This is an optimization exercise on Yosys and OpenROAD, whose aim is small area, not a production implementation. Function was checked by simulation only, so behaviour that the tests miss may differ from the original. Power and IR drop assume default switching activity.

## flow/constraint.sdc

```tcl
create_clock -name core_clock -period 5.0 [get_ports {cmp_clk}]
set_input_delay 1.0000 -clock core_clock [delete_from_list [all_inputs] [get_ports {cmp_clk}]]
set_output_delay 1.0000 -clock core_clock [all_outputs]
set_load 0.01 [all_outputs]
```

## flow/standard.sh

```bash
#!/bin/bash
# synth_recipe.tcl (not shown) runs the flow's synth.tcl, then flattens the netlist and writes it again
# the make line also repeats each setting of config.mk as NAME=value (left out here)
make -C /OpenROAD-flow-scripts/flow DESIGN_CONFIG=/design/flow/config.mk WORK_HOME=/design/flow/orfs CLKGATE_MAP_FILE= SYNTH_SCRIPT=/design/flow/synth_recipe.tcl "${@:-finish}"
```

## flow/design.v

```verilog
`timescale 1ns/10ps
package mcu_if_pkg;
    localparam int MCU_ADDR_W = 33;
    localparam int REQ_ID_W   = 3;
    localparam int RD_DATA_W  = 128;
    localparam int RD_ECC_W   = 28;
    localparam int WR_DATA_W  = 64;
    localparam int RD_CHUNKS  = 4;
    localparam int WR_BEATS   = 8;
    localparam int RD_CHUNK_W = $clog2(RD_CHUNKS);
    typedef struct packed {
        logic [MCU_ADDR_W-1:0] addr;
        logic [REQ_ID_W-1:0]   id;
    } rd_req_t;
    typedef struct packed {
        logic [MCU_ADDR_W-1:0] addr;
    } wr_req_t;
    typedef struct packed {
        logic [RD_DATA_W-1:0] data;
        logic [RD_ECC_W-1:0]  ecc;
    } rd_data_t;
endpackage
`timescale 1ns/10ps
package mon_pkg;
    localparam int MCU_ADDR_W = 33;
    localparam int REQ_ID_W   = 3;
    localparam int RD_DATA_W  = 128;
    localparam int RD_ECC_W   = 28;
    typedef enum logic {
        EVT_RD = 1'b0,
        EVT_WR = 1'b1
    } evt_kind_t;
    typedef struct packed {
        logic [MCU_ADDR_W-1:0] addr;
        logic [REQ_ID_W-1:0]   id;
        logic [RD_DATA_W-1:0]  data_sig;
        logic [RD_ECC_W-1:0]   ecc_sig;
    } mon_cmpl_t;
    typedef struct packed {
        evt_kind_t kind;
        mon_cmpl_t cmpl;
    } mon_evt_t;
    localparam int ERR_W = 4;
    localparam int ERR_ACK_NO_REQ      = 0;
    localparam int ERR_RD_CHUNK_ORDER  = 1;
    localparam int ERR_WR_DATA_MISSING = 2;
    localparam int ERR_QUEUE_OVERFLOW  = 3;
endpackage
`timescale 1ns/10ps
module mon_nor2 (
    input  logic a,
    input  logic b,
    output logic y
);
    assign y = ~(a | b);
endmodule
module mon_nand2 (
    input  logic a,
    input  logic b,
    output logic y
);
    assign y = ~(a & b);
endmodule
module mon_xor2 (
    input  logic a,
    input  logic b,
    output logic y
);
    assign y = a ^ b;
endmodule
module mon_mux2i (
    input  logic a0,
    input  logic a1,
    input  logic s,
    output logic y
);
    assign y = ~(s ? a1 : a0);
endmodule
module mon_acc_n (
    input  logic acc_n,
    input  logic d,
    input  logic ld,
    input  logic en,
    output logic acc_n_nxt
);
    logic kept, gated_n;
    mon_nor2  u_keep (.a(acc_n), .b(ld), .y(kept));
    mon_nand2 u_gate (.a(d), .b(en), .y(gated_n));
    mon_xor2  u_sum  (.a(kept), .b(gated_n), .y(acc_n_nxt));
endmodule
module mon_xnor2 (
    input  logic a,
    input  logic b,
    output logic y
);
    assign y = ~(a ^ b);
endmodule
module mon_and2 (
    input  logic a,
    input  logic b,
    output logic y
);
    assign y = a & b;
endmodule
module mon_cnt_nxt #(
    parameter int W = 16
) (
    input  logic [W-1:0] q,
    input  logic         inc,
    input  logic         rst,
    output logic [W-1:0] nxt
);
    logic [W:0]   carry;
    logic [W-1:0] same;
    assign carry[0] = inc;
    for (genvar i = 0; i < W; i++)
    begin : g_bit
        mon_xnor2 u_sum   (.a(q[i]), .b(carry[i]), .y(same[i]));
        mon_nor2  u_clr   (.a(same[i]), .b(rst), .y(nxt[i]));
        if (i < W - 1)
        begin : g_carry
            mon_and2 u_carry (.a(carry[i]), .b(q[i]), .y(carry[i+1]));
        end
        else
        begin : g_top
            assign carry[i+1] = 1'b0;
        end
    end
endmodule
module mon_nand3 (
    input  logic a,
    input  logic b,
    input  logic c,
    output logic y
);
    assign y = ~(a & b & c);
endmodule
module mon_o22ai (
    input  logic a1,
    input  logic a2,
    input  logic b1,
    input  logic b2,
    output logic y
);
    assign y = ~((a1 | a2) & (b1 | b2));
endmodule
module mon_a222oi (
    input  logic a1,
    input  logic a2,
    input  logic b1,
    input  logic b2,
    input  logic c1,
    input  logic c2,
    output logic y
);
    assign y = ~((a1 & a2) | (b1 & b2) | (c1 & c2));
endmodule
module mon_mux4_ohn (
    input  logic [3:0] a,
    input  logic [3:0] sn,
    output logic       y
);
    logic lo, hi;
    mon_o22ai u_lo (.a1(a[0]), .a2(sn[0]), .b1(a[1]), .b2(sn[1]), .y(lo));
    mon_o22ai u_hi (.a1(a[2]), .a2(sn[2]), .b1(a[3]), .b2(sn[3]), .y(hi));
    mon_nor2  u_or (.a(lo), .b(hi), .y(y));
endmodule
module mon_mux5_oh (
    input  logic [4:0] a,
    input  logic [4:0] s,
    output logic       y
);
    logic t012_n, t3_n, t4_n;
    mon_a222oi u_t012 (.a1(a[0]), .a2(s[0]), .b1(a[1]), .b2(s[1]), .c1(a[2]), .c2(s[2]), .y(t012_n));
    mon_nand2  u_t3   (.a(a[3]), .b(s[3]), .y(t3_n));
    mon_nand2  u_t4   (.a(a[4]), .b(s[4]), .y(t4_n));
    mon_nand3  u_or   (.a(t012_n), .b(t3_n), .c(t4_n), .y(y));
endmodule
module mon_mux4_oh (
    input  logic [3:0] a,
    input  logic [3:0] s,
    output logic       y
);
    logic t012_n, t3_n;
    mon_a222oi u_t012 (.a1(a[0]), .a2(s[0]), .b1(a[1]), .b2(s[1]), .c1(a[2]), .c2(s[2]), .y(t012_n));
    mon_nand2  u_t3   (.a(a[3]), .b(s[3]), .y(t3_n));
    mon_nand2  u_or   (.a(t012_n), .b(t3_n), .y(y));
endmodule
`timescale 1ns/10ps
`timescale 1ns/10ps
`timescale 1ns/10ps
`timescale 1ns/10ps
module l2_mcu_proto_mon #(
    parameter int QUEUE_DEPTH   = 4,
    parameter int RD_DATA_DELAY = 3,
    parameter int WR_DATA_DELAY = 5
) (
    input  logic                              cmp_clk,
    input  logic                              flush_reset_complete,
    input  logic                              rd_req,
    input  logic [35:0]                       rd_req_info,
    input  logic                              rd_ack,
    input  logic                              rd_data_vld,
    input  logic [mcu_if_pkg::RD_CHUNK_W-1:0] rd_chunk_id,
    input  logic [155:0]                      rd_data,
    input  logic                              wr_req,
    input  logic [32:0]                       wr_req_info,
    input  logic                              wr_ack,
    input  logic                              wr_data_vld,
    input  logic [mcu_if_pkg::WR_DATA_W-1:0]  wr_data,
    output logic                              evt_valid,
    output logic [192:0]                      evt,
    output logic [15:0]                       rd_count,
    output logic [15:0]                       wr_count,
    output logic [3:0]                        err
);
    logic rst;
    assign rst = !flush_reset_complete;
    logic [35:0]  rq [4];
    logic [2:0]   rq_cnt;       
    logic [2:0]   rq_acked;     
    logic [2:0]   vld_dly;
    logic [1:0]   id_d0, id_d1, id_d2;
    logic [1:0]   exp_chunk;
    logic         rd_done;      
    logic [155:0] racc_n;       
    logic [155:0] racc_n_nxt;
    logic r_full, r_unacked, r_acked, r_push, r_ack, r_chunk, r_match;
    logic r_ok, r_bad, r_last, r_pop, r_first;
    assign r_full    = rq_cnt[2];
    assign r_unacked = (rq_cnt != rq_acked);
    assign r_acked   = (rq_acked != 3'd0);
    assign r_push    = rd_req && !r_full;
    assign r_ack     = rd_ack && r_unacked;
    assign r_chunk   = vld_dly[2] && r_acked;
    assign r_match   = (id_d2 == exp_chunk);
    assign r_ok      = r_chunk && r_match;
    assign r_bad     = r_chunk && !r_match;
    assign r_last    = r_ok && (exp_chunk == 2'd3);
    assign r_pop     = r_last || r_bad;
    assign r_first   = r_ok && (exp_chunk == 2'd0);
    for (genvar i = 0; i < 156; i++)
    begin : g_racc
        mon_acc_n u_acc (.acc_n(racc_n[i]), .d(rd_data[i]), .ld(r_first), .en(r_ok), .acc_n_nxt(racc_n_nxt[i]));
    end
    always_ff @(posedge cmp_clk)
    begin
        id_d0 <= rd_chunk_id;
        id_d1 <= id_d0;
        id_d2 <= id_d1;
        if (r_push)
        begin
            rq[0] <= rd_req_info;
            rq[1] <= rq[0];
            rq[2] <= rq[1];
            rq[3] <= rq[2];
        end
        racc_n <= racc_n_nxt;
    end
    always_ff @(posedge cmp_clk)
    begin
        if (rst)
        begin
            vld_dly   <= '0;
            rq_cnt    <= '0;
            rq_acked  <= '0;
            exp_chunk <= '0;
            rd_done   <= 1'b0;
        end
        else
        begin
            vld_dly   <= {vld_dly[1:0], rd_data_vld};
            rq_cnt    <= rq_cnt + 3'(r_push) - 3'(r_pop);
            rq_acked  <= rq_acked + 3'(r_ack) - 3'(r_pop);
            exp_chunk <= r_bad ? 2'd0 : exp_chunk + 2'(r_ok);
            rd_done   <= r_last;
        end
    end
    logic [32:0] wq [4];
    logic [2:0]  wq_cnt;
    logic        w_acked;       
    logic [32:0] act_addr;
    logic [3:0]  w_st;          
    logic        wr_done;       
    logic [63:0] wacc_n;        
    logic [63:0] wacc_n_nxt;
    logic w_full, w_empty, w_push, w_ack, w_busy, w_check, w_stream, w_last;
    assign w_full   = wq_cnt[2];
    assign w_empty  = (wq_cnt == 3'd0);
    assign w_push   = wr_req && !w_full;
    assign w_busy   = (w_st != 4'd0);
    assign w_ack    = wr_ack && !w_empty && !w_busy;
    assign w_check  = (w_st == 4'd5);
    assign w_stream = (w_st >= 4'd6);
    assign w_last   = (w_st == 4'd12);
    logic w_en;
    assign w_en = w_check || w_stream;
    logic [3:0]  w_sel_n;
    logic [32:0] act_nxt;
    for (genvar k = 0; k < 4; k++)
    begin : g_wsel
        assign w_sel_n[k] = (wq_cnt[1:0] != 2'(k));
    end
    for (genvar i = 0; i < 33; i++)
    begin : g_act
        mon_mux4_ohn u_mux (.a({wq[3][i], wq[2][i], wq[1][i], wq[0][i]}), .sn(w_sel_n), .y(act_nxt[i]));
    end
    for (genvar i = 0; i < 64; i++)
    begin : g_wacc
        mon_acc_n u_acc (.acc_n(wacc_n[i]), .d(wr_data[i]), .ld(w_check), .en(w_en), .acc_n_nxt(wacc_n_nxt[i]));
    end
    always_ff @(posedge cmp_clk)
    begin
        if (w_push)
        begin
            wq[0] <= wr_req_info;
            wq[1] <= wq[0];
            wq[2] <= wq[1];
            wq[3] <= wq[2];
        end
        if (w_acked)
        begin
            act_addr <= act_nxt;
        end
        wacc_n <= wacc_n_nxt;
    end
    always_ff @(posedge cmp_clk)
    begin
        if (rst)
        begin
            wq_cnt  <= '0;
            w_acked <= 1'b0;
            w_st    <= '0;
            wr_done <= 1'b0;
        end
        else
        begin
            wq_cnt  <= wq_cnt + 3'(w_push) - 3'(w_ack);
            w_acked <= w_ack;
            wr_done <= w_last;
            if (w_ack)
                w_st <= 4'd1;
            else if (w_check)
                w_st <= wr_data_vld ? 4'd6 : 4'd0;
            else if (w_last)
                w_st <= 4'd0;
            else if (w_busy)
                w_st <= w_st + 4'd1;
        end
    end
    logic hold_valid, wr_emit;
    logic [3:0] err_in;
    assign wr_emit   = !rd_done && (hold_valid || wr_done);
    assign err_in[0] = (rd_ack && !r_unacked) || (vld_dly[2] && !r_acked) || (wr_ack && w_empty);
    assign err_in[1] = r_bad;
    assign err_in[2] = w_check && !wr_data_vld;
    assign err_in[3] = (rd_req && r_full) || (wr_req && w_full);
    logic [15:0] rd_count_nxt, wr_count_nxt;
    mon_cnt_nxt #(.W(16)) u_rd_count (.q(rd_count), .inc(rd_done), .rst(rst), .nxt(rd_count_nxt));
    mon_cnt_nxt #(.W(16)) u_wr_count (.q(wr_count), .inc(wr_emit), .rst(rst), .nxt(wr_count_nxt));
    always_ff @(posedge cmp_clk)
    begin
        rd_count <= rd_count_nxt;
        wr_count <= wr_count_nxt;
    end
    always_ff @(posedge cmp_clk)
    begin
        if (rst)
        begin
            evt_valid  <= 1'b0;
            hold_valid <= 1'b0;
            err        <= '0;
        end
        else
        begin
            evt_valid  <= rd_done || wr_emit;
            hold_valid <= rd_done && (wr_done || hold_valid);
            err        <= err | err_in;
        end
    end
    logic [192:0] evt_nxt;
    logic [3:0]   r_sel;        
    logic         wr_emit_n;
    assign wr_emit_n = !wr_emit;
    for (genvar k = 0; k < 4; k++)
    begin : g_rsel
        assign r_sel[k] = wr_emit_n && (rq_cnt[1:0] == 2'(k));
    end
    assign evt_nxt[192] = wr_emit;
    for (genvar i = 0; i < 3; i++)
    begin : g_id
        mon_mux4_oh u_mux (.a({rq[3][i], rq[2][i], rq[1][i], rq[0][i]}), .s(r_sel), .y(evt_nxt[156+i]));
    end
    for (genvar i = 0; i < 33; i++)
    begin : g_addr
        mon_mux5_oh u_mux (.a({act_addr[i], rq[3][3+i], rq[2][3+i], rq[1][3+i], rq[0][3+i]}),
                           .s({wr_emit, r_sel}), .y(evt_nxt[159+i]));
    end
    for (genvar i = 0; i < 156; i++)
    begin : g_evt
        if (i >= 28 && i < 92)
        begin : g_mux
            mon_o22ai u_sel (.a1(racc_n[i]), .a2(wr_emit), .b1(wacc_n[i-28]), .b2(wr_emit_n), .y(evt_nxt[i]));
        end
        else
        begin : g_zero
            mon_nor2 u_sel (.a(racc_n[i]), .b(wr_emit), .y(evt_nxt[i]));
        end
    end
    always_ff @(posedge cmp_clk)
    begin
        evt <= evt_nxt;
    end
endmodule
```

## flow/config.mk

```make
export PLATFORM = sky130hd
export DESIGN_NAME = l2_mcu_proto_mon
export DESIGN_NICKNAME = l2_mcu_proto_mon
export VERILOG_FILES = /design/flow/design.v
export SDC_FILE = /design/flow/constraint.sdc
export NUM_CORES = 4
export LEC_CHECK = 0
export CAP_MARGIN = 20
export CORE_MARGIN = 2
export CORE_UTILIZATION = 40
export SLEW_MARGIN = 20
export SYNTH_HIERARCHICAL = 1
```

## flow/flow/run.sh

```bash
#!/bin/bash
# The standard layout, with the smallest port buffers and a lighter clock tree
export BUFFER_PORTS_ARGS="-buffer_cell sky130_fd_sc_hd__buf_1"
export CTS_ARGS="-sink_clustering_enable -repair_clock_nets -dont_use_dummy_load -buf_list sky130_fd_sc_hd__clkbuf_8 -sink_clustering_size 20 -sink_clustering_max_diameter 60"
bash standard.sh > standard.log 2>&1
```

==> flow_summary.yaml, run 1 <==
global_route:
  grt.total_usage_pct: 18.7
  antenna_found_initial: 21
  grt_first_pass_wirelength_um: 98100
  grt_max_degree: 107
  grt_pass1_vias: 17000
  grt-ovfl-total: 0
place:
  gp_congestion: 0.869
  pre_cts_ws_ns: 1.71
  dp.cells: 3467
  dpl.hpwl_um: 43500
  placed_cell_area_sq_um: 29400
  portBuffers: 528
setup_path:
  critPathCaptureType: "flop"
  r2r-end: "rd_count[15]"
  setup.worst_path.start: "rd_done"
  cp_max_fo: 5
  r2r_start: "rd_done"
  cp-start-kind: "flop"
  r2r_cells: 17
  critPathCapture: "rd_count[15]"
  cp.arrival_ns: 3.89
  crit_type: "flop to flop"
  ff2ff_setup_slack_ns: 1.62
  crit_required_ns: 5.51
timing:
  drv_slew: 0
  rsz0062_at_grt: "no"
  tns_ns: 0
  period_share_pct: 67.5
  layout_min_cycle_time_ns: 3.38
  worst_slew_pin_slew_ns: 1.06
  max_freq_mhz: 296
  fin_skew_ns: 0.0944
  setup_ws_ns: 1.62
  finalSetupViolCount: 0
  hold_viol_final: 0
  slew_headroom_pct: 29.2
route:
  firstDrtPassIters: 8
  drtIter0Drc: 1276
  post_drt_wl_per_cell_um: 18.5
  remaining_drc_errors: 0
  drt-vias-per-instance: 4.89
  vias: 17300
  ant_nets: 0
  routed_wl_um: 65400
final_layout:
  final_common_cell: "buf_1"
  final_layout_size_suffix_gt1_share_pct: 4.47
  postLayoutCellArea_sq_um: 30200
  fin_cells: 3534
  fillers: 5996
  layout_common_cells: "buf_1 (528), dfxtp_1 (471), nor2_1 (387)"
  area_delta_synth_final_pct: 15.9
  final_util_pct: 46.9
  nNetsFinal: 2978
clock_network:
  cts_tree: "built"
  ctsHoldBuffers: 0
  cts-root-buf: "clkbuf_8"
  cts.path.max_buffers: 3
  cts_sinks: 787
  htree_levels: 2
  clk_pin_slew_ns: 0.10
  numCtsBuffers: 53
  cts-resized-gates: 0
  clk_latency_ns: 0.68
  post_cts_buffers: 0
run:
  maxCapViolations: 0
synthesis:
  netlist_area_sq_um: 26000
  seq_area_frac_synth_pct: 72.4
  synth_cell_types: 43
  ys_warn_count: 9
  syn-mean-instance-area_sq_um: 12.6
  synth_nets: 2378
  synth-seq-cells: 787
  syn_inst: 2067
outcome:
  status: "timing/DRC/antenna clean"
hold_path:
  min-delay-start: "id_d1[0]"
  holdCritPathClass: "flop to flop"
floorplanning:
  core_area_sq_um: 64300
  die_w_um: 259
  num_rows: 93
  start_util_pct: 40.4
  fp.dieArea_sq_um: 67100
  dieHeight_um: 259
  pin_count: 529
power_and_ir_drop:
  ir_worst_vdd_v: 0.000321
  power_density_nw_per_um2: 528
  power.leakage_nw: 10.7
[routing by layer]
layer / vias up / GRT usage (%) / part of all wire [%]
met5: - / 0 / 0.23
met4: 22 / 8.51 / 3.5
met3: 133 / 4.33 / 6.4
met2: 525 / 30.1 / 48
met1: 8344 / 24.0 / 41
li1: 8244 / - / -
[cell families after synthesis]
group                    share of synthesized area (%)
AO/OA/AOI/OAI                                     5.33
XOR/XNOR                                          8.95
adder cells (fa/ha/maj)                          0.663
buffers and inverters                            0.279
flip-flops                                        72.4
multiplexers                                    0.0385
AND/OR/NAND/NOR                                   12.3
[area by class of cell]
cell class	count	area, sq um	area share (%)
Tap cell	855	1070	3.55
Clock buffer	53	729	2.42
Sequential cell	787	18900	62.5
Antenna cell	14	35.0	0.116
Inverter	14	66.3	0.220
Timing Repair Buffer	549	2170	7.20
Multi-Input combinational cell	1262	7230	24.0
[where the power goes]
part           total, mW  internal, mW  switching (mW)
Sequential          9.75          8.85           0.907
Clock               2.83         0.951            1.88
Combinational       3.34          1.26            2.07
Total               15.9          11.1            4.86
[flip-flops by register name, indices dropped and copies added (netlist names), 3 cells and up]
name and count:
racc_n 156, rq 144, wq 132, err 4, rd_count 16, wq_cnt 3
rq_cnt 3, rq_acked 3, evt 193, vld_dly 3, wacc_n 64, act_addr 33
wr_count 16, w_st 4
[through the flow]
stage | hold slack [ns] | total power, mW
final | 0.331 | 15.9
after global routing | 0.339 | 16.9
after CTS | 0.319 | 16.1
after detailed placement | 0.313 | 13.3
after global placement | 0.314 | 13.1
after floorplan | 0.310 | 11.8
[worst max-delay path, cell delays in order, from the launching register on]
cell	delay [ns]
dfxtp_1	0.37
and2_1	0.19
and2_1	0.17
and2_1	0.18
and2_1	0.18
and2_1	0.18
and2_1	0.18
and2_1	0.18
and2_1	0.17
and2_1	0.18
and2_1	0.17
and2_1	0.17
and2_1	0.17
and2_1	0.17
and2_1	0.18
and2_1	0.17
xnor2_1	0.15
nor2_1	0.05
[how the worst min path moves through the flow]
| stage | to | slack [ns] | cells past startpoint |
|---|---|---|---|
| 4_1_cts | id_d0[1] | 0.32 | 1 |
| 6_report | id_d2[0] | 0.33 | 0 |
| 3_3_place_gp | id_d2[0] | 0.31 | 0 |
| 3_5_place_dp | id_d2[0] | 0.31 | 0 |
| 5_1_grt | id_d0[1] | 0.34 | 1 |
| 2_1_floorplan | id_d2[0] | 0.31 | 0 |
[synthesized netlist by cell type]
master,n,share of area (%)
a2111oi_2,1,0.058
a211oi_4,1,0.077
a21bo_2,1,0.038
a21boi_0,1,0.029
a21oi_1,5,0.096
a221oi_1,2,0.067
a222oi_1,36,1.4
a31oi_1,1,0.024
a31oi_2,1,0.048
and2_1,43,1.0
and3b_1,2,0.067
and4_1,1,0.034
and4_2,1,0.038
and4bb_1,1,0.048
buf_2,1,0.019
buf_4,1,0.029
clkbuf_1,2,0.029
dfxtp_1,478,37
edfxtp_1,309,36
fa_1,3,0.23
ha_1,9,0.43
inv_1,14,0.20
mux2i_1,1,0.038
nand2_1,298,4.3
nand2b_1,4,0.096
nand3_1,34,0.65
nand4_1,1,0.024
nand4b_1,1,0.034
nor2_1,389,5.6
nor2b_1,3,0.072
nor3_1,9,0.17
nor3b_1,4,0.12
o211ai_1,1,0.029
o21a_1,1,0.029
o21ai_0,3,0.058
o21ba_2,2,0.077
o21bai_1,2,0.058
o22ai_1,131,3.1
o31ai_1,1,0.029
o31ai_4,1,0.082
or2_2,1,0.024
xnor2_1,41,1.4
xor2_1,225,7.6
[per-module statistics from Yosys (local to each module, per instance), a selection]
module,flops+latches,area (sq um)
mon_nor2,0,3.75
mon_o22ai,0,6.26
mon_nand3,0,5.00
mon_xor2,0,8.76
mon_xnor2,0,8.76
l2_mcu_proto_mon,787,19800
mon_and2,0,6.26
mon_a222oi,0,10.0
mon_nand2,0,3.75
==> run 2: changes to the inputs <==
==> flow/flow/run.sh (replaced) <==
#!/bin/bash
# The standard layout, with the smallest port buffers and a lighter clock tree
export BUFFER_PORTS_ARGS="-buffer_cell sky130_fd_sc_hd__buf_1"
export CTS_ARGS="-sink_clustering_enable -repair_clock_nets -dont_use_dummy_load -buf_list sky130_fd_sc_hd__clkbuf_8 -sink_clustering_size 16 -sink_clustering_max_diameter 70"
bash standard.sh > standard.log 2>&1
--- a/flow/config.mk
+++ b/flow/config.mk
@@ -7,6 +7,6 @@
 export LEC_CHECK = 0
 export CAP_MARGIN = 20
 export CORE_MARGIN = 2
-export CORE_UTILIZATION = 40
+export CORE_UTILIZATION = 60
 export SLEW_MARGIN = 20
 export SYNTH_HIERARCHICAL = 1
==> run 2 against run 1 <==
Largest cell class unchanged. Fmax increased by 0.18%. Synthesized cell count did not move. Still clean on timing, DRC and antenna. Synthesized area unchanged. Hold slack about the same. Clock skew fell by 0.025 ns. Global-route usage grew 8.5 points. Sequential power is essentially flat. Combinational power about the same. Cell area is 0.81% lower. Critical path depth up 2. Sequential cell count is the same. Clock power barely moved.
==> flow_summary.yaml, run 2 <==
route:
  drtIter0Drc: 1374
  post_drt_wl_per_cell_um: 19.1
  ant_nets: 0
  firstDrtPassIters: 8
  routed_wl_um: 62500
  drt-vias-per-instance: 5.27
  remaining_drc_errors: 0
  vias: 17300
power_and_ir_drop:
  power_switching_mw: 4.85
  p_sw_share_pct: 30.4
  seqPwrFrac_pct: 61.0
  power_frac_clock_pct: 17.9
  intPower_mw: 11.1
  comb_power_share_pct: 21.1
  power_density_nw_per_um2: 534
  power.leakage_nw: 10.7
  ir_worst_vdd_v: 0.000286
place:
  portBuffers: 528
  gp_congestion: 0.853
  dpl.hpwl_um: 40400
  pre_cts_ws_ns: 1.64
  dp.cells: 3196
synthesis:
  synth_nets: 2378
  yosys-top-cells-count: "dfxtp_1 (478), nor2_1 (389), edfxtp_1 (309)"
  synth_top_area_share_pct: 36.8
  syn_inst: 2067
  ys_warn_count: 9
  yosys_most_used_dff: "dfxtp_1"
  synth_edf_count: 309
  postSynth.asyncResetShare_pct: 0
  seq_area_frac_synth_pct: 72.4
  yosysTopAreaCell: "dfxtp_1"
  ys_top_cells_by_area: "dfxtp_1 (37%), edfxtp_1 (36%), xor2_1 (7.6%), nor2_1 (5.6%), nand2_1 (4.3%)"
  netlist_area_sq_um: 26000
  synth_most_common_cell: "dfxtp_1"
  syn-mean-instance-area_sq_um: 12.6
  synth_cell_types: 43
  synth-seq-cells: 787
timing:
  setup_ws_ns: 1.63
  rsz0062_at_grt: "no"
  max_freq_mhz: 297
  worst_slew_pin_slew_ns: 1.11
  fin_skew_ns: 0.0690
  finalSetupViolCount: 0
  layout_min_cycle_time_ns: 3.37
  slew_headroom_pct: 25.7
  period_share_pct: 67.4
  drv_slew: 0
  hold_viol_final: 0
setup_path:
  critPathCaptureType: "flop"
  cpMostUsedCell: "and2_4"
  crit_required_ns: 5.54
  r2r_cells: 19
  cp-start-kind: "flop"
  cp.arrival_ns: 3.91
  r2r-end: "wr_count[15]"
  ff2ff_setup_slack_ns: 1.63
  cp_slowest_stage_delay_ns: 0.43
  r2r_start: "rd_done"
  cp_max_fo: 5
  path_cells: "o21bai_4 -> clkinvlp_4 -> and2_1 -> and2_4 -> and2_4 -> and2_4 -> and2_4 -> and2_4 -> and2_4 -> and2_4 -> and2_4 -> and2_4 -> and2_4 -> and2_4 -> and2_4 -> and2_4 -> and2_4 -> xnor2_1 -> nor2_1"
  crit_slowest_cell: "dfxtp_1"
  crit_type: "flop to flop"
hold_path:
  holdCritPathClass: "flop to flop"
  min_delay_path_depth: 0
  whs_endpoint: "id_d1[0]"
  min-delay-start: "id_d0[0]"
clock_network:
  cts-root-buf: "clkbuf_8"
  htree_levels: 2
  cts.path.max_buffers: 3
  cts_sinks: 787
  numCtsBuffers: 55
  clk_latency_ns: 0.68
  clk_pin_slew_ns: 0.10
  post_cts_buffers: 0
  cts_tree: "built"
  ctsHoldBuffers: 0
  cts-resized-gates: 0
floorplanning:
  num_rows: 76
  dieHeight_um: 212
  pin_count: 529
  start_util_pct: 60.6
  core_area_sq_um: 43000
  fp.dieArea_sq_um: 45100
  die_w_um: 212
final_layout:
  top_regs: "evt: 193 flops, racc_n: 156 flops, rq: 144 flops"
  fin_cells: 3275
  largest_reg_flops: 193
  final_util_pct: 69.6
  regMostFlops: "evt"
  area_delta_synth_final_pct: 14.9
  nNetsFinal: 2981
  final_layout_size_suffix_gt1_share_pct: 4.54
  layout_common_cells: "buf_1 (528), dfxtp_1 (471), nor2_1 (387)"
  fillers: 3370
  final_common_cell: "buf_1"
global_route:
  grt_first_pass_wirelength_um: 94100
  grt_pass1_vias: 16800
  grt_max_degree: 194
  grt-ovfl-total: 0
  antenna_found_initial: 27
  grt.total_usage_pct: 27.2
outcome:
  status: "timing/DRC/antenna clean"
run:
  maxCapViolations: 0
[run 2: cell types whose count changed in the layout (fill, tap and decap cells not counted), moves of 2 or more]
| cell | change |
|---|---|
| buf_12 | +2 |
| diode_2 | +8 |
| buf_4 | -2 |
| clkbuf_8 | +2 |
[run 2: cells by family (layout without fill, tap and decap cells)]
| family | after synthesis | in the layout | share of synthesized area (%) |
|---|---|---|---|
| compound gates | 191 | 191 | 5.33 |
| xor+xnor | 266 | 266 | 8.95 |
| fa+ha+maj | 12 | 12 | 0.663 |
| buf+inv | 18 | 619 | 0.279 |
| flops | 787 | 787 | 72.4 |
| mux | 1 | 1 | 0.0385 |
| other cells | 0 | 22 | 0 |
| simple gates | 792 | 792 | 12.3 |
[run 2: per-module statistics from Yosys (local to each module, per instance), a selection]
module            cells inside  times used  cell area (sq um)  flops+latches
mon_o22ai                    1         130               6.26              0
mon_a222oi                   1          36               10.0              0
l2_mcu_proto_mon           917           1              19800            787
mon_and2                     1          30               6.26              0
mon_xor2                     1         220               8.76              0
mon_nand2                    1         292               3.75              0
[run 2: how the worst max path moves through the flow]
stage,startpoint,to,cells after the start
global placement,rd_done,wr_count[15],19
CTS,rd_done,wr_count[15],19
global route,rd_done,rd_count[15],17
floorplan,id_d2[1],racc_n[100],5
detailed placement,rd_done,wr_count[15],19
finish,rd_done,wr_count[15],19
[run 2: power by group through the flow]
stage / Combinational (mW) / Sequential [mW] / Clock (mW)
after floorplan: 1.82 / 10.0 / 0
after global placement: 3.26 / 9.79 / 0
after detailed placement: 3.35 / 9.87 / 0
after CTS: 3.37 / 9.75 / 2.94
after global routing: 3.75 / 9.96 / 3.14
final: 3.37 / 9.74 / 2.85
[run 2: final cells by class]
class	instances	area, sq um	share of cell area, %
Antenna cell	22	55.1	0.184
Clock buffer	55	757	2.53
Inverter	14	63.8	0.213
Multi-Input combinational cell	1262	7230	24.2
Sequential cell	787	18900	63.0
Tap cell	585	732	2.45
Timing Repair Buffer	550	2220	7.44
[run 2: critical path: cells and delay by family, from the launching register on]
family | cells | cell delay, ns
DFF | 1 | 0.43
xor gates and xnor gates | 1 | 0.15
AOI/OAI and AO/OA | 1 | 0.18
buffers and inverters | 1 | 0.13
and+or+nand+nor | 16 | 2.34
[run 2: through the flow]
stage | hold slack [ns] | TNS (ns) | total power, mW | area (sq um)
after floorplan | 0.310 | -585.56 | 11.8 | 26100
after global placement | 0.312 | 0 | 13.1 | 29100
after detailed placement | 0.312 | 0 | 13.2 | 29100
after CTS | 0.335 | 0 | 16.1 | 29800
after global routing | 0.347 | 0 | 16.9 | 29900
final | 0.331 | 0 | 16.0 | 29900
[run 2: metal layers]
metal | up-vias | track usage (%) | wire length, um
met4 | 14 | 10.3 | 2350
met2 | 593 | 43.0 | 29600
met3 | 130 | 8.39 | 5470
met5 | - | 0 | 94
li1 | 8269 | - | -
met1 | 8257 | 35.4 | 25100
==> run 3: changes to the inputs <==
--- a/flow/config.mk
+++ b/flow/config.mk
@@ -7,6 +7,6 @@
 export LEC_CHECK = 0
 export CAP_MARGIN = 20
 export CORE_MARGIN = 2
-export CORE_UTILIZATION = 60
+export CORE_UTILIZATION = 40
 export SLEW_MARGIN = 20
 export SYNTH_HIERARCHICAL = 1
==> run 3 against run 2 <==
Clock skew up 0.015 ns. Combinational power about the same. Hold slack worse by 0.0093 ns. Clock power up 3%. Power up 0.43%. Count of clock-buffer cells in the layout up 2. Final cell count up 8.0%. Die area up 49%. Core utilization down 23 points. Critical path type unchanged. Largest power group unchanged. Highest routed layer unchanged.
==> flow_summary.yaml, run 3 <==
timing:
  period_share_pct: 66.9
  fin_skew_ns: 0.0836
  slew_headroom_pct: 29.4
  max_freq_mhz: 299
  drv_slew: 0
  hold_viol_final: 0
  rsz0062_at_grt: "no"
  tns_ns: 0
  finalSetupViolCount: 0
  layout_min_cycle_time_ns: 3.34
  worst_slew_pin_slew_ns: 1.06
final_layout:
  layout_common_cells: "buf_1 (528), dfxtp_1 (471), nor2_1 (387)"
  seq_area_sq_um: 18900
  nNetsFinal: 2982
  final_common_cell: "buf_1"
  final_util_pct: 47.0
  area_delta_synth_final_pct: 16.1
  largest_reg_flops: 193
  fillers: 5962
  top_regs: "evt: 193 flops, racc_n: 156 flops, rq: 144 flops"
  regMostFlops: "evt"
  multi_input_area_sq_um: 7230
  final_layout_size_suffix_gt1_share_pct: 4.61
synthesis:
  synth_top_area_share_pct: 36.8
  seq_area_frac_synth_pct: 72.4
  synth_cell_types: 43
  yosys-top-cells-count: "dfxtp_1 (478), nor2_1 (389), edfxtp_1 (309)"
  yosys_most_used_dff: "dfxtp_1"
  syn-mean-instance-area_sq_um: 12.6
  synth_nets: 2378
  yosysTopAreaCell: "dfxtp_1"
  synth_edf_count: 309
  ys_top_cells_by_area: "dfxtp_1 (37%), edfxtp_1 (36%), xor2_1 (7.6%), nor2_1 (5.6%), nand2_1 (4.3%)"
  synth-seq-cells: 787
  synth_most_common_cell: "dfxtp_1"
  postSynth.asyncResetShare_pct: 0
  ys_warn_count: 9
  syn_inst: 2067
  netlist_area_sq_um: 26000
setup_path:
  critPathCapture: "rd_count[15]"
  crit_required_ns: 5.53
  critPathCaptureType: "flop"
  setup.worst_path.start: "rd_done"
  crit_type: "flop to flop"
  cp.arrival_ns: 3.87
  cp-start-kind: "flop"
  r2r_cells: 17
  r2r_start: "rd_done"
  ff2ff_setup_slack_ns: 1.66
  path_cells: "and2_1 -> and2_1 -> and2_1 -> and2_1 -> and2_1 -> and2_1 -> and2_1 -> and2_1 -> and2_1 -> and2_1 -> and2_1 -> and2_1 -> and2_1 -> and2_1 -> and2_1 -> xnor2_1 -> nor2_1"
  cpMostUsedCell: "and2_1"
  cp_num_buf_inv: 0
  cp.depth: 17
  cp_max_fo: 5
  crit_slowest_cell: "dfxtp_1"
  cp_top_family: "simple AND/OR/NAND/NOR gates"
  r2r-end: "rd_count[15]"
  cp_slowest_stage_delay_ns: 0.37
route:
  drtIter0Drc: 1204
  routed_wl_um: 65700
  post_drt_wl_per_cell_um: 18.6
  ant_nets: 0
  vias: 17300
  firstDrtPassIters: 7
  drt-vias-per-instance: 4.89
  remaining_drc_errors: 0
clock_network:
  post_cts_buffers: 0
  numCtsBuffers: 57
  cts.path.max_buffers: 3
  cts_tree: "built"
  ctsHoldBuffers: 0
  clk_pin_slew_ns: 0.10
  cts-root-buf: "clkbuf_8"
  htree_levels: 2
  cts_sinks: 787
  clk_latency_ns: 0.69
  cts-resized-gates: 0
global_route:
  grt_max_degree: 107
  grt-ovfl-total: 0
  grt_pass1_vias: 17000
  antenna_found_initial: 22
  grt.total_usage_pct: 18.7
  grt_first_pass_wirelength_um: 98400
hold_path:
  min-delay-start: "id_d1[0]"
  holdCritPathClass: "flop to flop"
floorplanning:
  pin_count: 529
  num_rows: 93
  core_area_sq_um: 64300
  start_util_pct: 40.4
  dieHeight_um: 259
  fp.dieArea_sq_um: 67100
  die_w_um: 259
outcome:
  status: "timing/DRC/antenna clean"
power_and_ir_drop:
  power_density_nw_per_um2: 531
  power_mw: 16.0
  power.leakage_nw: 10.7
  ir_worst_vdd_v: 0.000306
run:
  maxCapViolations: 0
place:
  gp_congestion: 0.869
  portBuffers: 528
  dpl.hpwl_um: 43500
-- run 3: cell types whose count changed in the layout (fill, tap and decap cells not counted), moves of 2 or more --
| cell | change |
|---|---|
| clkbuf_8 | +2 |
| buf_4 | +2 |
| diode_2 | -8 |
| buf_12 | -2 |
-- run 3: worst min-delay path by stage --
stage,to,slack [ns],cells after the start
2_1_floorplan,id_d2[0],0.31,0
3_3_place_gp,id_d2[0],0.31,0
3_5_place_dp,id_d2[0],0.31,0
4_1_cts,id_d2[0],0.32,0
5_1_grt,id_d2[0],0.34,0
6_report,id_d2[0],0.32,0
-- run 3: power breakdown --
part / switching (mW) / internal [mW]
Combinational: 2.07 / 1.26
Sequential: 0.908 / 8.85
Clock: 1.92 / 1.02
Total: 4.90 / 11.1
-- run 3: logic make-up (layout without fill, tap and decap cells) --
family	count (synthesis)	in the layout	share of synthesized area, %
muxes	1	1	0.0385
other	0	14	0
AOI/OAI and AO/OA	191	191	5.33
xor gates and xnor gates	266	266	8.95
adders and majority gates	12	12	0.663
and+or+nand+nor	792	792	12.3
buffers and inverters	18	620	0.279
DFF	787	787	72.4
-- run 3: worst reg2reg max path, cell delays in order (launching register included) --
cell and delay, ns:
dfxtp_1 0.37, and2_1 0.19, and2_1 0.17, and2_1 0.17, and2_1 0.18, and2_1 0.18
and2_1 0.18, and2_1 0.18, and2_1 0.17, and2_1 0.18, and2_1 0.17, and2_1 0.17
and2_1 0.17, and2_1 0.17, and2_1 0.18, and2_1 0.17, xnor2_1 0.15, nor2_1 0.05
-- run 3: per-stage QoR --
step	std cells	cell area (sq um)	setup WS (ns)	hold slack, ns
6_report	3538	30200	1.66	0.322
5_1_grt	3533	30200	1.47	0.340
4_1_cts	3524	30200	1.65	0.323
3_5_place_dp	3467	29400	1.71	0.313
3_3_place_gp	3466	29400	1.67	0.314
2_1_floorplan	2067	26100	-3.48	0.310
-- run 3: final cells by class --
class	count	area share (%)
multi-input cells	1262	23.9
clock buffers	57	2.60
diodes	14	0.116
repair buffers	549	7.19
inverters	14	0.219
well taps	855	3.54
flip-flops and latches	787	62.4
-- run 3: modules after synthesis (local to each module, per instance), excerpt --
module,flip-flops and latches,copies in the design
l2_mcu_proto_mon,787,1
mon_a222oi,0,36
mon_and2,0,30
mon_nand2,0,292
mon_nand3,0,33
mon_nor2,0,377
mon_o22ai,0,130
mon_xnor2,0,32
mon_xor2,0,220
-- run 3: routing by layer --
metal  vias up  part of all wire, %  routed length (um)  global-route usage [%]
li1       8262                    -                   -                       -
met1      8373                   42               27400                    23.8
met2       519                   49               32000                    30.7
met3       134                  6.3                4160                    4.61
met4        24                  3.0                1970                    7.18
met5         -                 0.25                 163                       0
==> run 4: changes to the inputs <==
--- a/flow/design.v
+++ b/flow/design.v
@@ -216,6 +216,15 @@
 );
     logic rst;
     assign rst = !flush_reset_complete;
+    function automatic [2:0] cnt_step(input [2:0] c, input up, input dn);
+        begin
+            cnt_step = c;
+            if (up && !dn)
+                cnt_step = c + 3'd1;
+            else if (dn && !up)
+                cnt_step = c - 3'd1;
+        end
+    endfunction
     logic [35:0]  rq [4];
     logic [2:0]   rq_cnt;       
     logic [2:0]   rq_acked;     
@@ -270,8 +279,8 @@
         else
         begin
             vld_dly   <= {vld_dly[1:0], rd_data_vld};
-            rq_cnt    <= rq_cnt + 3'(r_push) - 3'(r_pop);
-            rq_acked  <= rq_acked + 3'(r_ack) - 3'(r_pop);
+            rq_cnt    <= cnt_step(rq_cnt, r_push, r_pop);
+            rq_acked  <= cnt_step(rq_acked, r_ack, r_pop);
             exp_chunk <= r_bad ? 2'd0 : exp_chunk + 2'(r_ok);
             rd_done   <= r_last;
         end
@@ -290,9 +299,9 @@
     assign w_push   = wr_req && !w_full;
     assign w_busy   = (w_st != 4'd0);
     assign w_ack    = wr_ack && !w_empty && !w_busy;
-    assign w_check  = (w_st == 4'd5);
-    assign w_stream = (w_st >= 4'd6);
-    assign w_last   = (w_st == 4'd12);
+    assign w_check  = (w_st == 4'd8);
+    assign w_stream = w_busy && !w_st[3];
+    assign w_last   = (w_st == 4'd1);
     logic w_en;
     assign w_en = w_check || w_stream;
     logic [3:0]  w_sel_n;
@@ -335,17 +344,15 @@
         end
         else
         begin
-            wq_cnt  <= wq_cnt + 3'(w_push) - 3'(w_ack);
+            wq_cnt  <= cnt_step(wq_cnt, w_push, w_ack);
             w_acked <= w_ack;
             wr_done <= w_last;
             if (w_ack)
-                w_st <= 4'd1;
-            else if (w_check)
-                w_st <= wr_data_vld ? 4'd6 : 4'd0;
-            else if (w_last)
+                w_st <= 4'd12;
+            else if (w_check && !wr_data_vld)
                 w_st <= 4'd0;
             else if (w_busy)
-                w_st <= w_st + 4'd1;
+                w_st <= w_st - 4'd1;
         end
     end
     logic hold_valid, wr_emit;
==> run 4 against run 3 <==
Sequential power increased by 1%. Via count increased by 0.39%. Critical path depth increased by 2. Synthesized cell count decreased by 0.48%. Sequential cell count unchanged. Clock skew increased by 0.027 ns. Synthesized area decreased by 0.34%. Largest cell class unchanged.
==> flow_summary.yaml, run 4 <==
outcome:
  status: "timing/DRC/antenna clean"
clock_network:
  cts.path.max_buffers: 3
  cts_sinks: 787
  ctsHoldBuffers: 0
  htree_levels: 2
  clk_pin_slew_ns: 0.10
  post_cts_buffers: 0
  cts-resized-gates: 0
  cts-root-buf: "clkbuf_8"
  numCtsBuffers: 58
  cts_tree: "built"
  clk_latency_ns: 0.69
synthesis:
  yosys_most_used_dff: "dfxtp_1"
  postSynth.asyncResetShare_pct: 0
  synth_edf_count: 309
  synth_nets: 2365
  netlist_area_sq_um: 25900
  syn_inst: 2057
  synth_most_common_cell: "dfxtp_1"
  yosys-top-cells-count: "dfxtp_1 (478), nor2_1 (390), edfxtp_1 (309)"
  ys_top_cells_by_area: "dfxtp_1 (37%), edfxtp_1 (36%), xor2_1 (7.6%), nor2_1 (5.6%), nand2_1 (4.3%)"
  syn-mean-instance-area_sq_um: 12.6
  synth_top_area_share_pct: 36.9
  ys_warn_count: 9
  synth-seq-cells: 787
  seq_area_frac_synth_pct: 72.7
  yosysTopAreaCell: "dfxtp_1"
  synth_cell_types: 43
timing:
  period_share_pct: 67.6
  slew_headroom_pct: 14.3
  rsz0062_at_grt: "no"
  finalSetupViolCount: 0
  holdWs_ns: 0.334
  tns_ns: 0
  hold_viol_final: 0
  max_freq_mhz: 296
  worst_slew_pin_slew_ns: 1.29
  setup_ws_ns: 1.62
  layout_min_cycle_time_ns: 3.38
  fin_skew_ns: 0.110
  drv_slew: 0
global_route:
  antenna_found_initial: 19
  grt.total_usage_pct: 18.9
  grt_pass1_vias: 17200
  grt_max_degree: 194
  grt_first_pass_wirelength_um: 98600
  grt-ovfl-total: 0
setup_path:
  crit_slowest_cell: "dfxtp_1"
  crit_required_ns: 5.49
  critPathCapture: "wr_count[15]"
  setup.worst_path.start: "rd_done"
  cp.arrival_ns: 3.88
  critPathCaptureType: "flop"
  ff2ff_setup_slack_ns: 1.62
  crit_type: "flop to flop"
  path_cells: "o21bai_4 -> clkinvlp_4 -> and2_1 -> and2_4 -> and2_4 -> and2_4 -> and2_4 -> and2_4 -> and2_4 -> and2_4 -> and2_4 -> and2_4 -> and2_4 -> and2_4 -> and2_4 -> and2_4 -> and2_1 -> xnor2_1 -> nor2_1"
  r2r_start: "rd_done"
  r2r-end: "wr_count[15]"
  r2r_cells: 19
  cp_max_fo: 5
  cpMostUsedCell: "and2_4"
  cp-start-kind: "flop"
  cp_slowest_stage_delay_ns: 0.43
floorplanning:
  num_rows: 93
  fp.dieArea_sq_um: 66900
  start_util_pct: 40.4
  core_area_sq_um: 64200
  die_w_um: 259
  dieHeight_um: 259
  pin_count: 529
final_layout:
  layout_common_cells: "buf_1 (528), dfxtp_1 (476), nor2_1 (389)"
  final_layout_size_suffix_gt1_share_pct: 4.22
  postLayoutCellArea_sq_um: 30100
  area_delta_synth_final_pct: 16.1
  fin_cells: 3529
  top_regs: "evt: 193 flops, racc_n: 156 flops, rq: 144 flops"
  final_util_pct: 46.9
  final_common_cell: "buf_1"
  largest_reg_flops: 193
  regMostFlops: "evt"
  nNetsFinal: 2966
run:
  maxCapViolations: 0
power_and_ir_drop:
  power_mw: 17.6
  ir_worst_vdd_v: 0.000335
  power.leakage_nw: 10.8
  power_density_nw_per_um2: 586
route:
  post_drt_wl_per_cell_um: 18.7
  firstDrtPassIters: 9
  ant_nets: 0
  drtIter0Drc: 1167
  routed_wl_um: 65900
  remaining_drc_errors: 0
  drt-vias-per-instance: 4.92
  vias: 17400
place:
  portBuffers: 528
  pre_cts_ws_ns: 1.63
  dp.cells: 3452
  placed_cell_area_sq_um: 29300
  gp_congestion: 0.817
  dpl.hpwl_um: 43000
hold_path:
  min_delay_path_depth: 0
  holdCritPathClass: "flop to flop"
run 4: cell count changes after synthesis, sizes merged, moves of 3 or more:
cell / previous run / this run
or3: 0 / 3
inv: 14 / 11
ha: 9 / 6
and2: 43 / 34
run 4: cells by family (layout without fill, tap and decap cells):
| kind of cell | Yosys count | after routing | synth area share (%) |
|---|---|---|---|
| compound gates | 191 | 191 | 5.21 |
| xor+xnor | 265 | 265 | 9.01 |
| fa+ha+maj | 9 | 9 | 0.521 |
| buf+inv | 15 | 614 | 0.231 |
| flops | 787 | 787 | 72.7 |
| mux | 3 | 3 | 0.116 |
| other cells | 0 | 18 | 0 |
| simple gates | 787 | 787 | 12.3 |
run 4: final cells by class:
type	instances	area, sq um
Sequential cell	787	18900
Clock buffer	58	798
Antenna cell	18	45.0
Inverter	11	47.5
Timing Repair Buffer	545	2180
Multi-Input combinational cell	1255	7130
Fill cell	5981	34100
Tap cell	855	1070
run 4: how the worst min path moves through the flow:
stage | startpoint | to | slack, ns
5_1_grt | rd_chunk_id[1] | id_d0[1] | 0.34
3_3_place_gp | id_d1[0] | id_d2[0] | 0.31
6_report | id_d0[1] | id_d1[1] | 0.33
3_5_place_dp | id_d0[1] | id_d1[1] | 0.31
4_1_cts | rd_chunk_id[0] | id_d0[0] | 0.32
2_1_floorplan | id_d0[0] | id_d1[0] | 0.31
run 4: worst max-delay path: cells and delay by family, from the launching register on:
family                    cells  cell delay (ns)
AOI/OAI and AO/OA             1             0.17
and+or+nand+nor              16             2.33
DFF                           1             0.43
buffers and inverters         1             0.13
xor gates and xnor gates      1             0.16
run 4: routing by layer:
| metal | global-route usage (%) | vias to the layer above | part of all wire [%] |
|---|---|---|---|
| met3 | 4.50 | 148 | 6.7 |
| met5 | 0 | - | 0.11 |
| li1 | - | 8234 | - |
| met2 | 30.4 | 554 | 47 |
| met1 | 24.1 | 8433 | 42 |
| met4 | 8.80 | 10 | 4.1 |
run 4: per-module statistics from Yosys (local to each module, per instance), excerpt:
module / flops+latches / copies in the design / area [sq um] / cells
l2_mcu_proto_mon: 787 / 1 / 19700 / 907
mon_o22ai: 0 / 130 / 6.26 / 1
mon_xnor2: 0 / 32 / 8.76 / 1
mon_nor2: 0 / 377 / 3.75 / 1
mon_a222oi: 0 / 36 / 10.0 / 1
mon_nand3: 0 / 33 / 5.00 / 1
mon_xor2: 0 / 220 / 8.76 / 1
mon_and2: 0 / 30 / 6.26 / 1
mon_nand2: 0 / 292 / 3.75 / 1
run 4: report_power, final:
part	total, mW	internal (mW)	leakage (nW)	switching, mW
clock network	2.93	1.03	0.417	1.90
logic	4.84	1.72	3.52	3.12
registers	9.88	8.92	6.91	0.952
total	17.6	11.7	10.8	5.97

static timing again, ports no longer ideal:
Ports are ideal in the flow. The routed layouts listed here were re-timed in OpenROAD. Step 1: set_driving_cell puts a clkbuf_16 on cmp_clk and a buf_2 on each other input, an assumption about the parent block. Step 2 times the ports against the registers' clock, not the clock port: input delays grow and output delays shrink by t, the midpoint of the rising clock arrivals with the driver on. a / b / c = ideal / step 1 / step 2; a / b = the first two.
| run | t (ns) | setup slack, ns | worst register clock-pin slew, ns |
|---|---|---|---|
| run 1 | 0.692 | 1.623 / 1.623 / 1.623 | 0.12 / 0.12 |
| run 2 | 0.699 | 1.630 / 1.630 / 1.630 | 0.11 / 0.11 |
| run 3 | 0.703 | 1.656 / 1.656 / 1.656 | 0.11 / 0.11 |
| run 4 | 0.689 | 1.619 / 1.619 / 1.619 | 0.10 / 0.10 |
After both steps setup and hold are still met in every run listed.
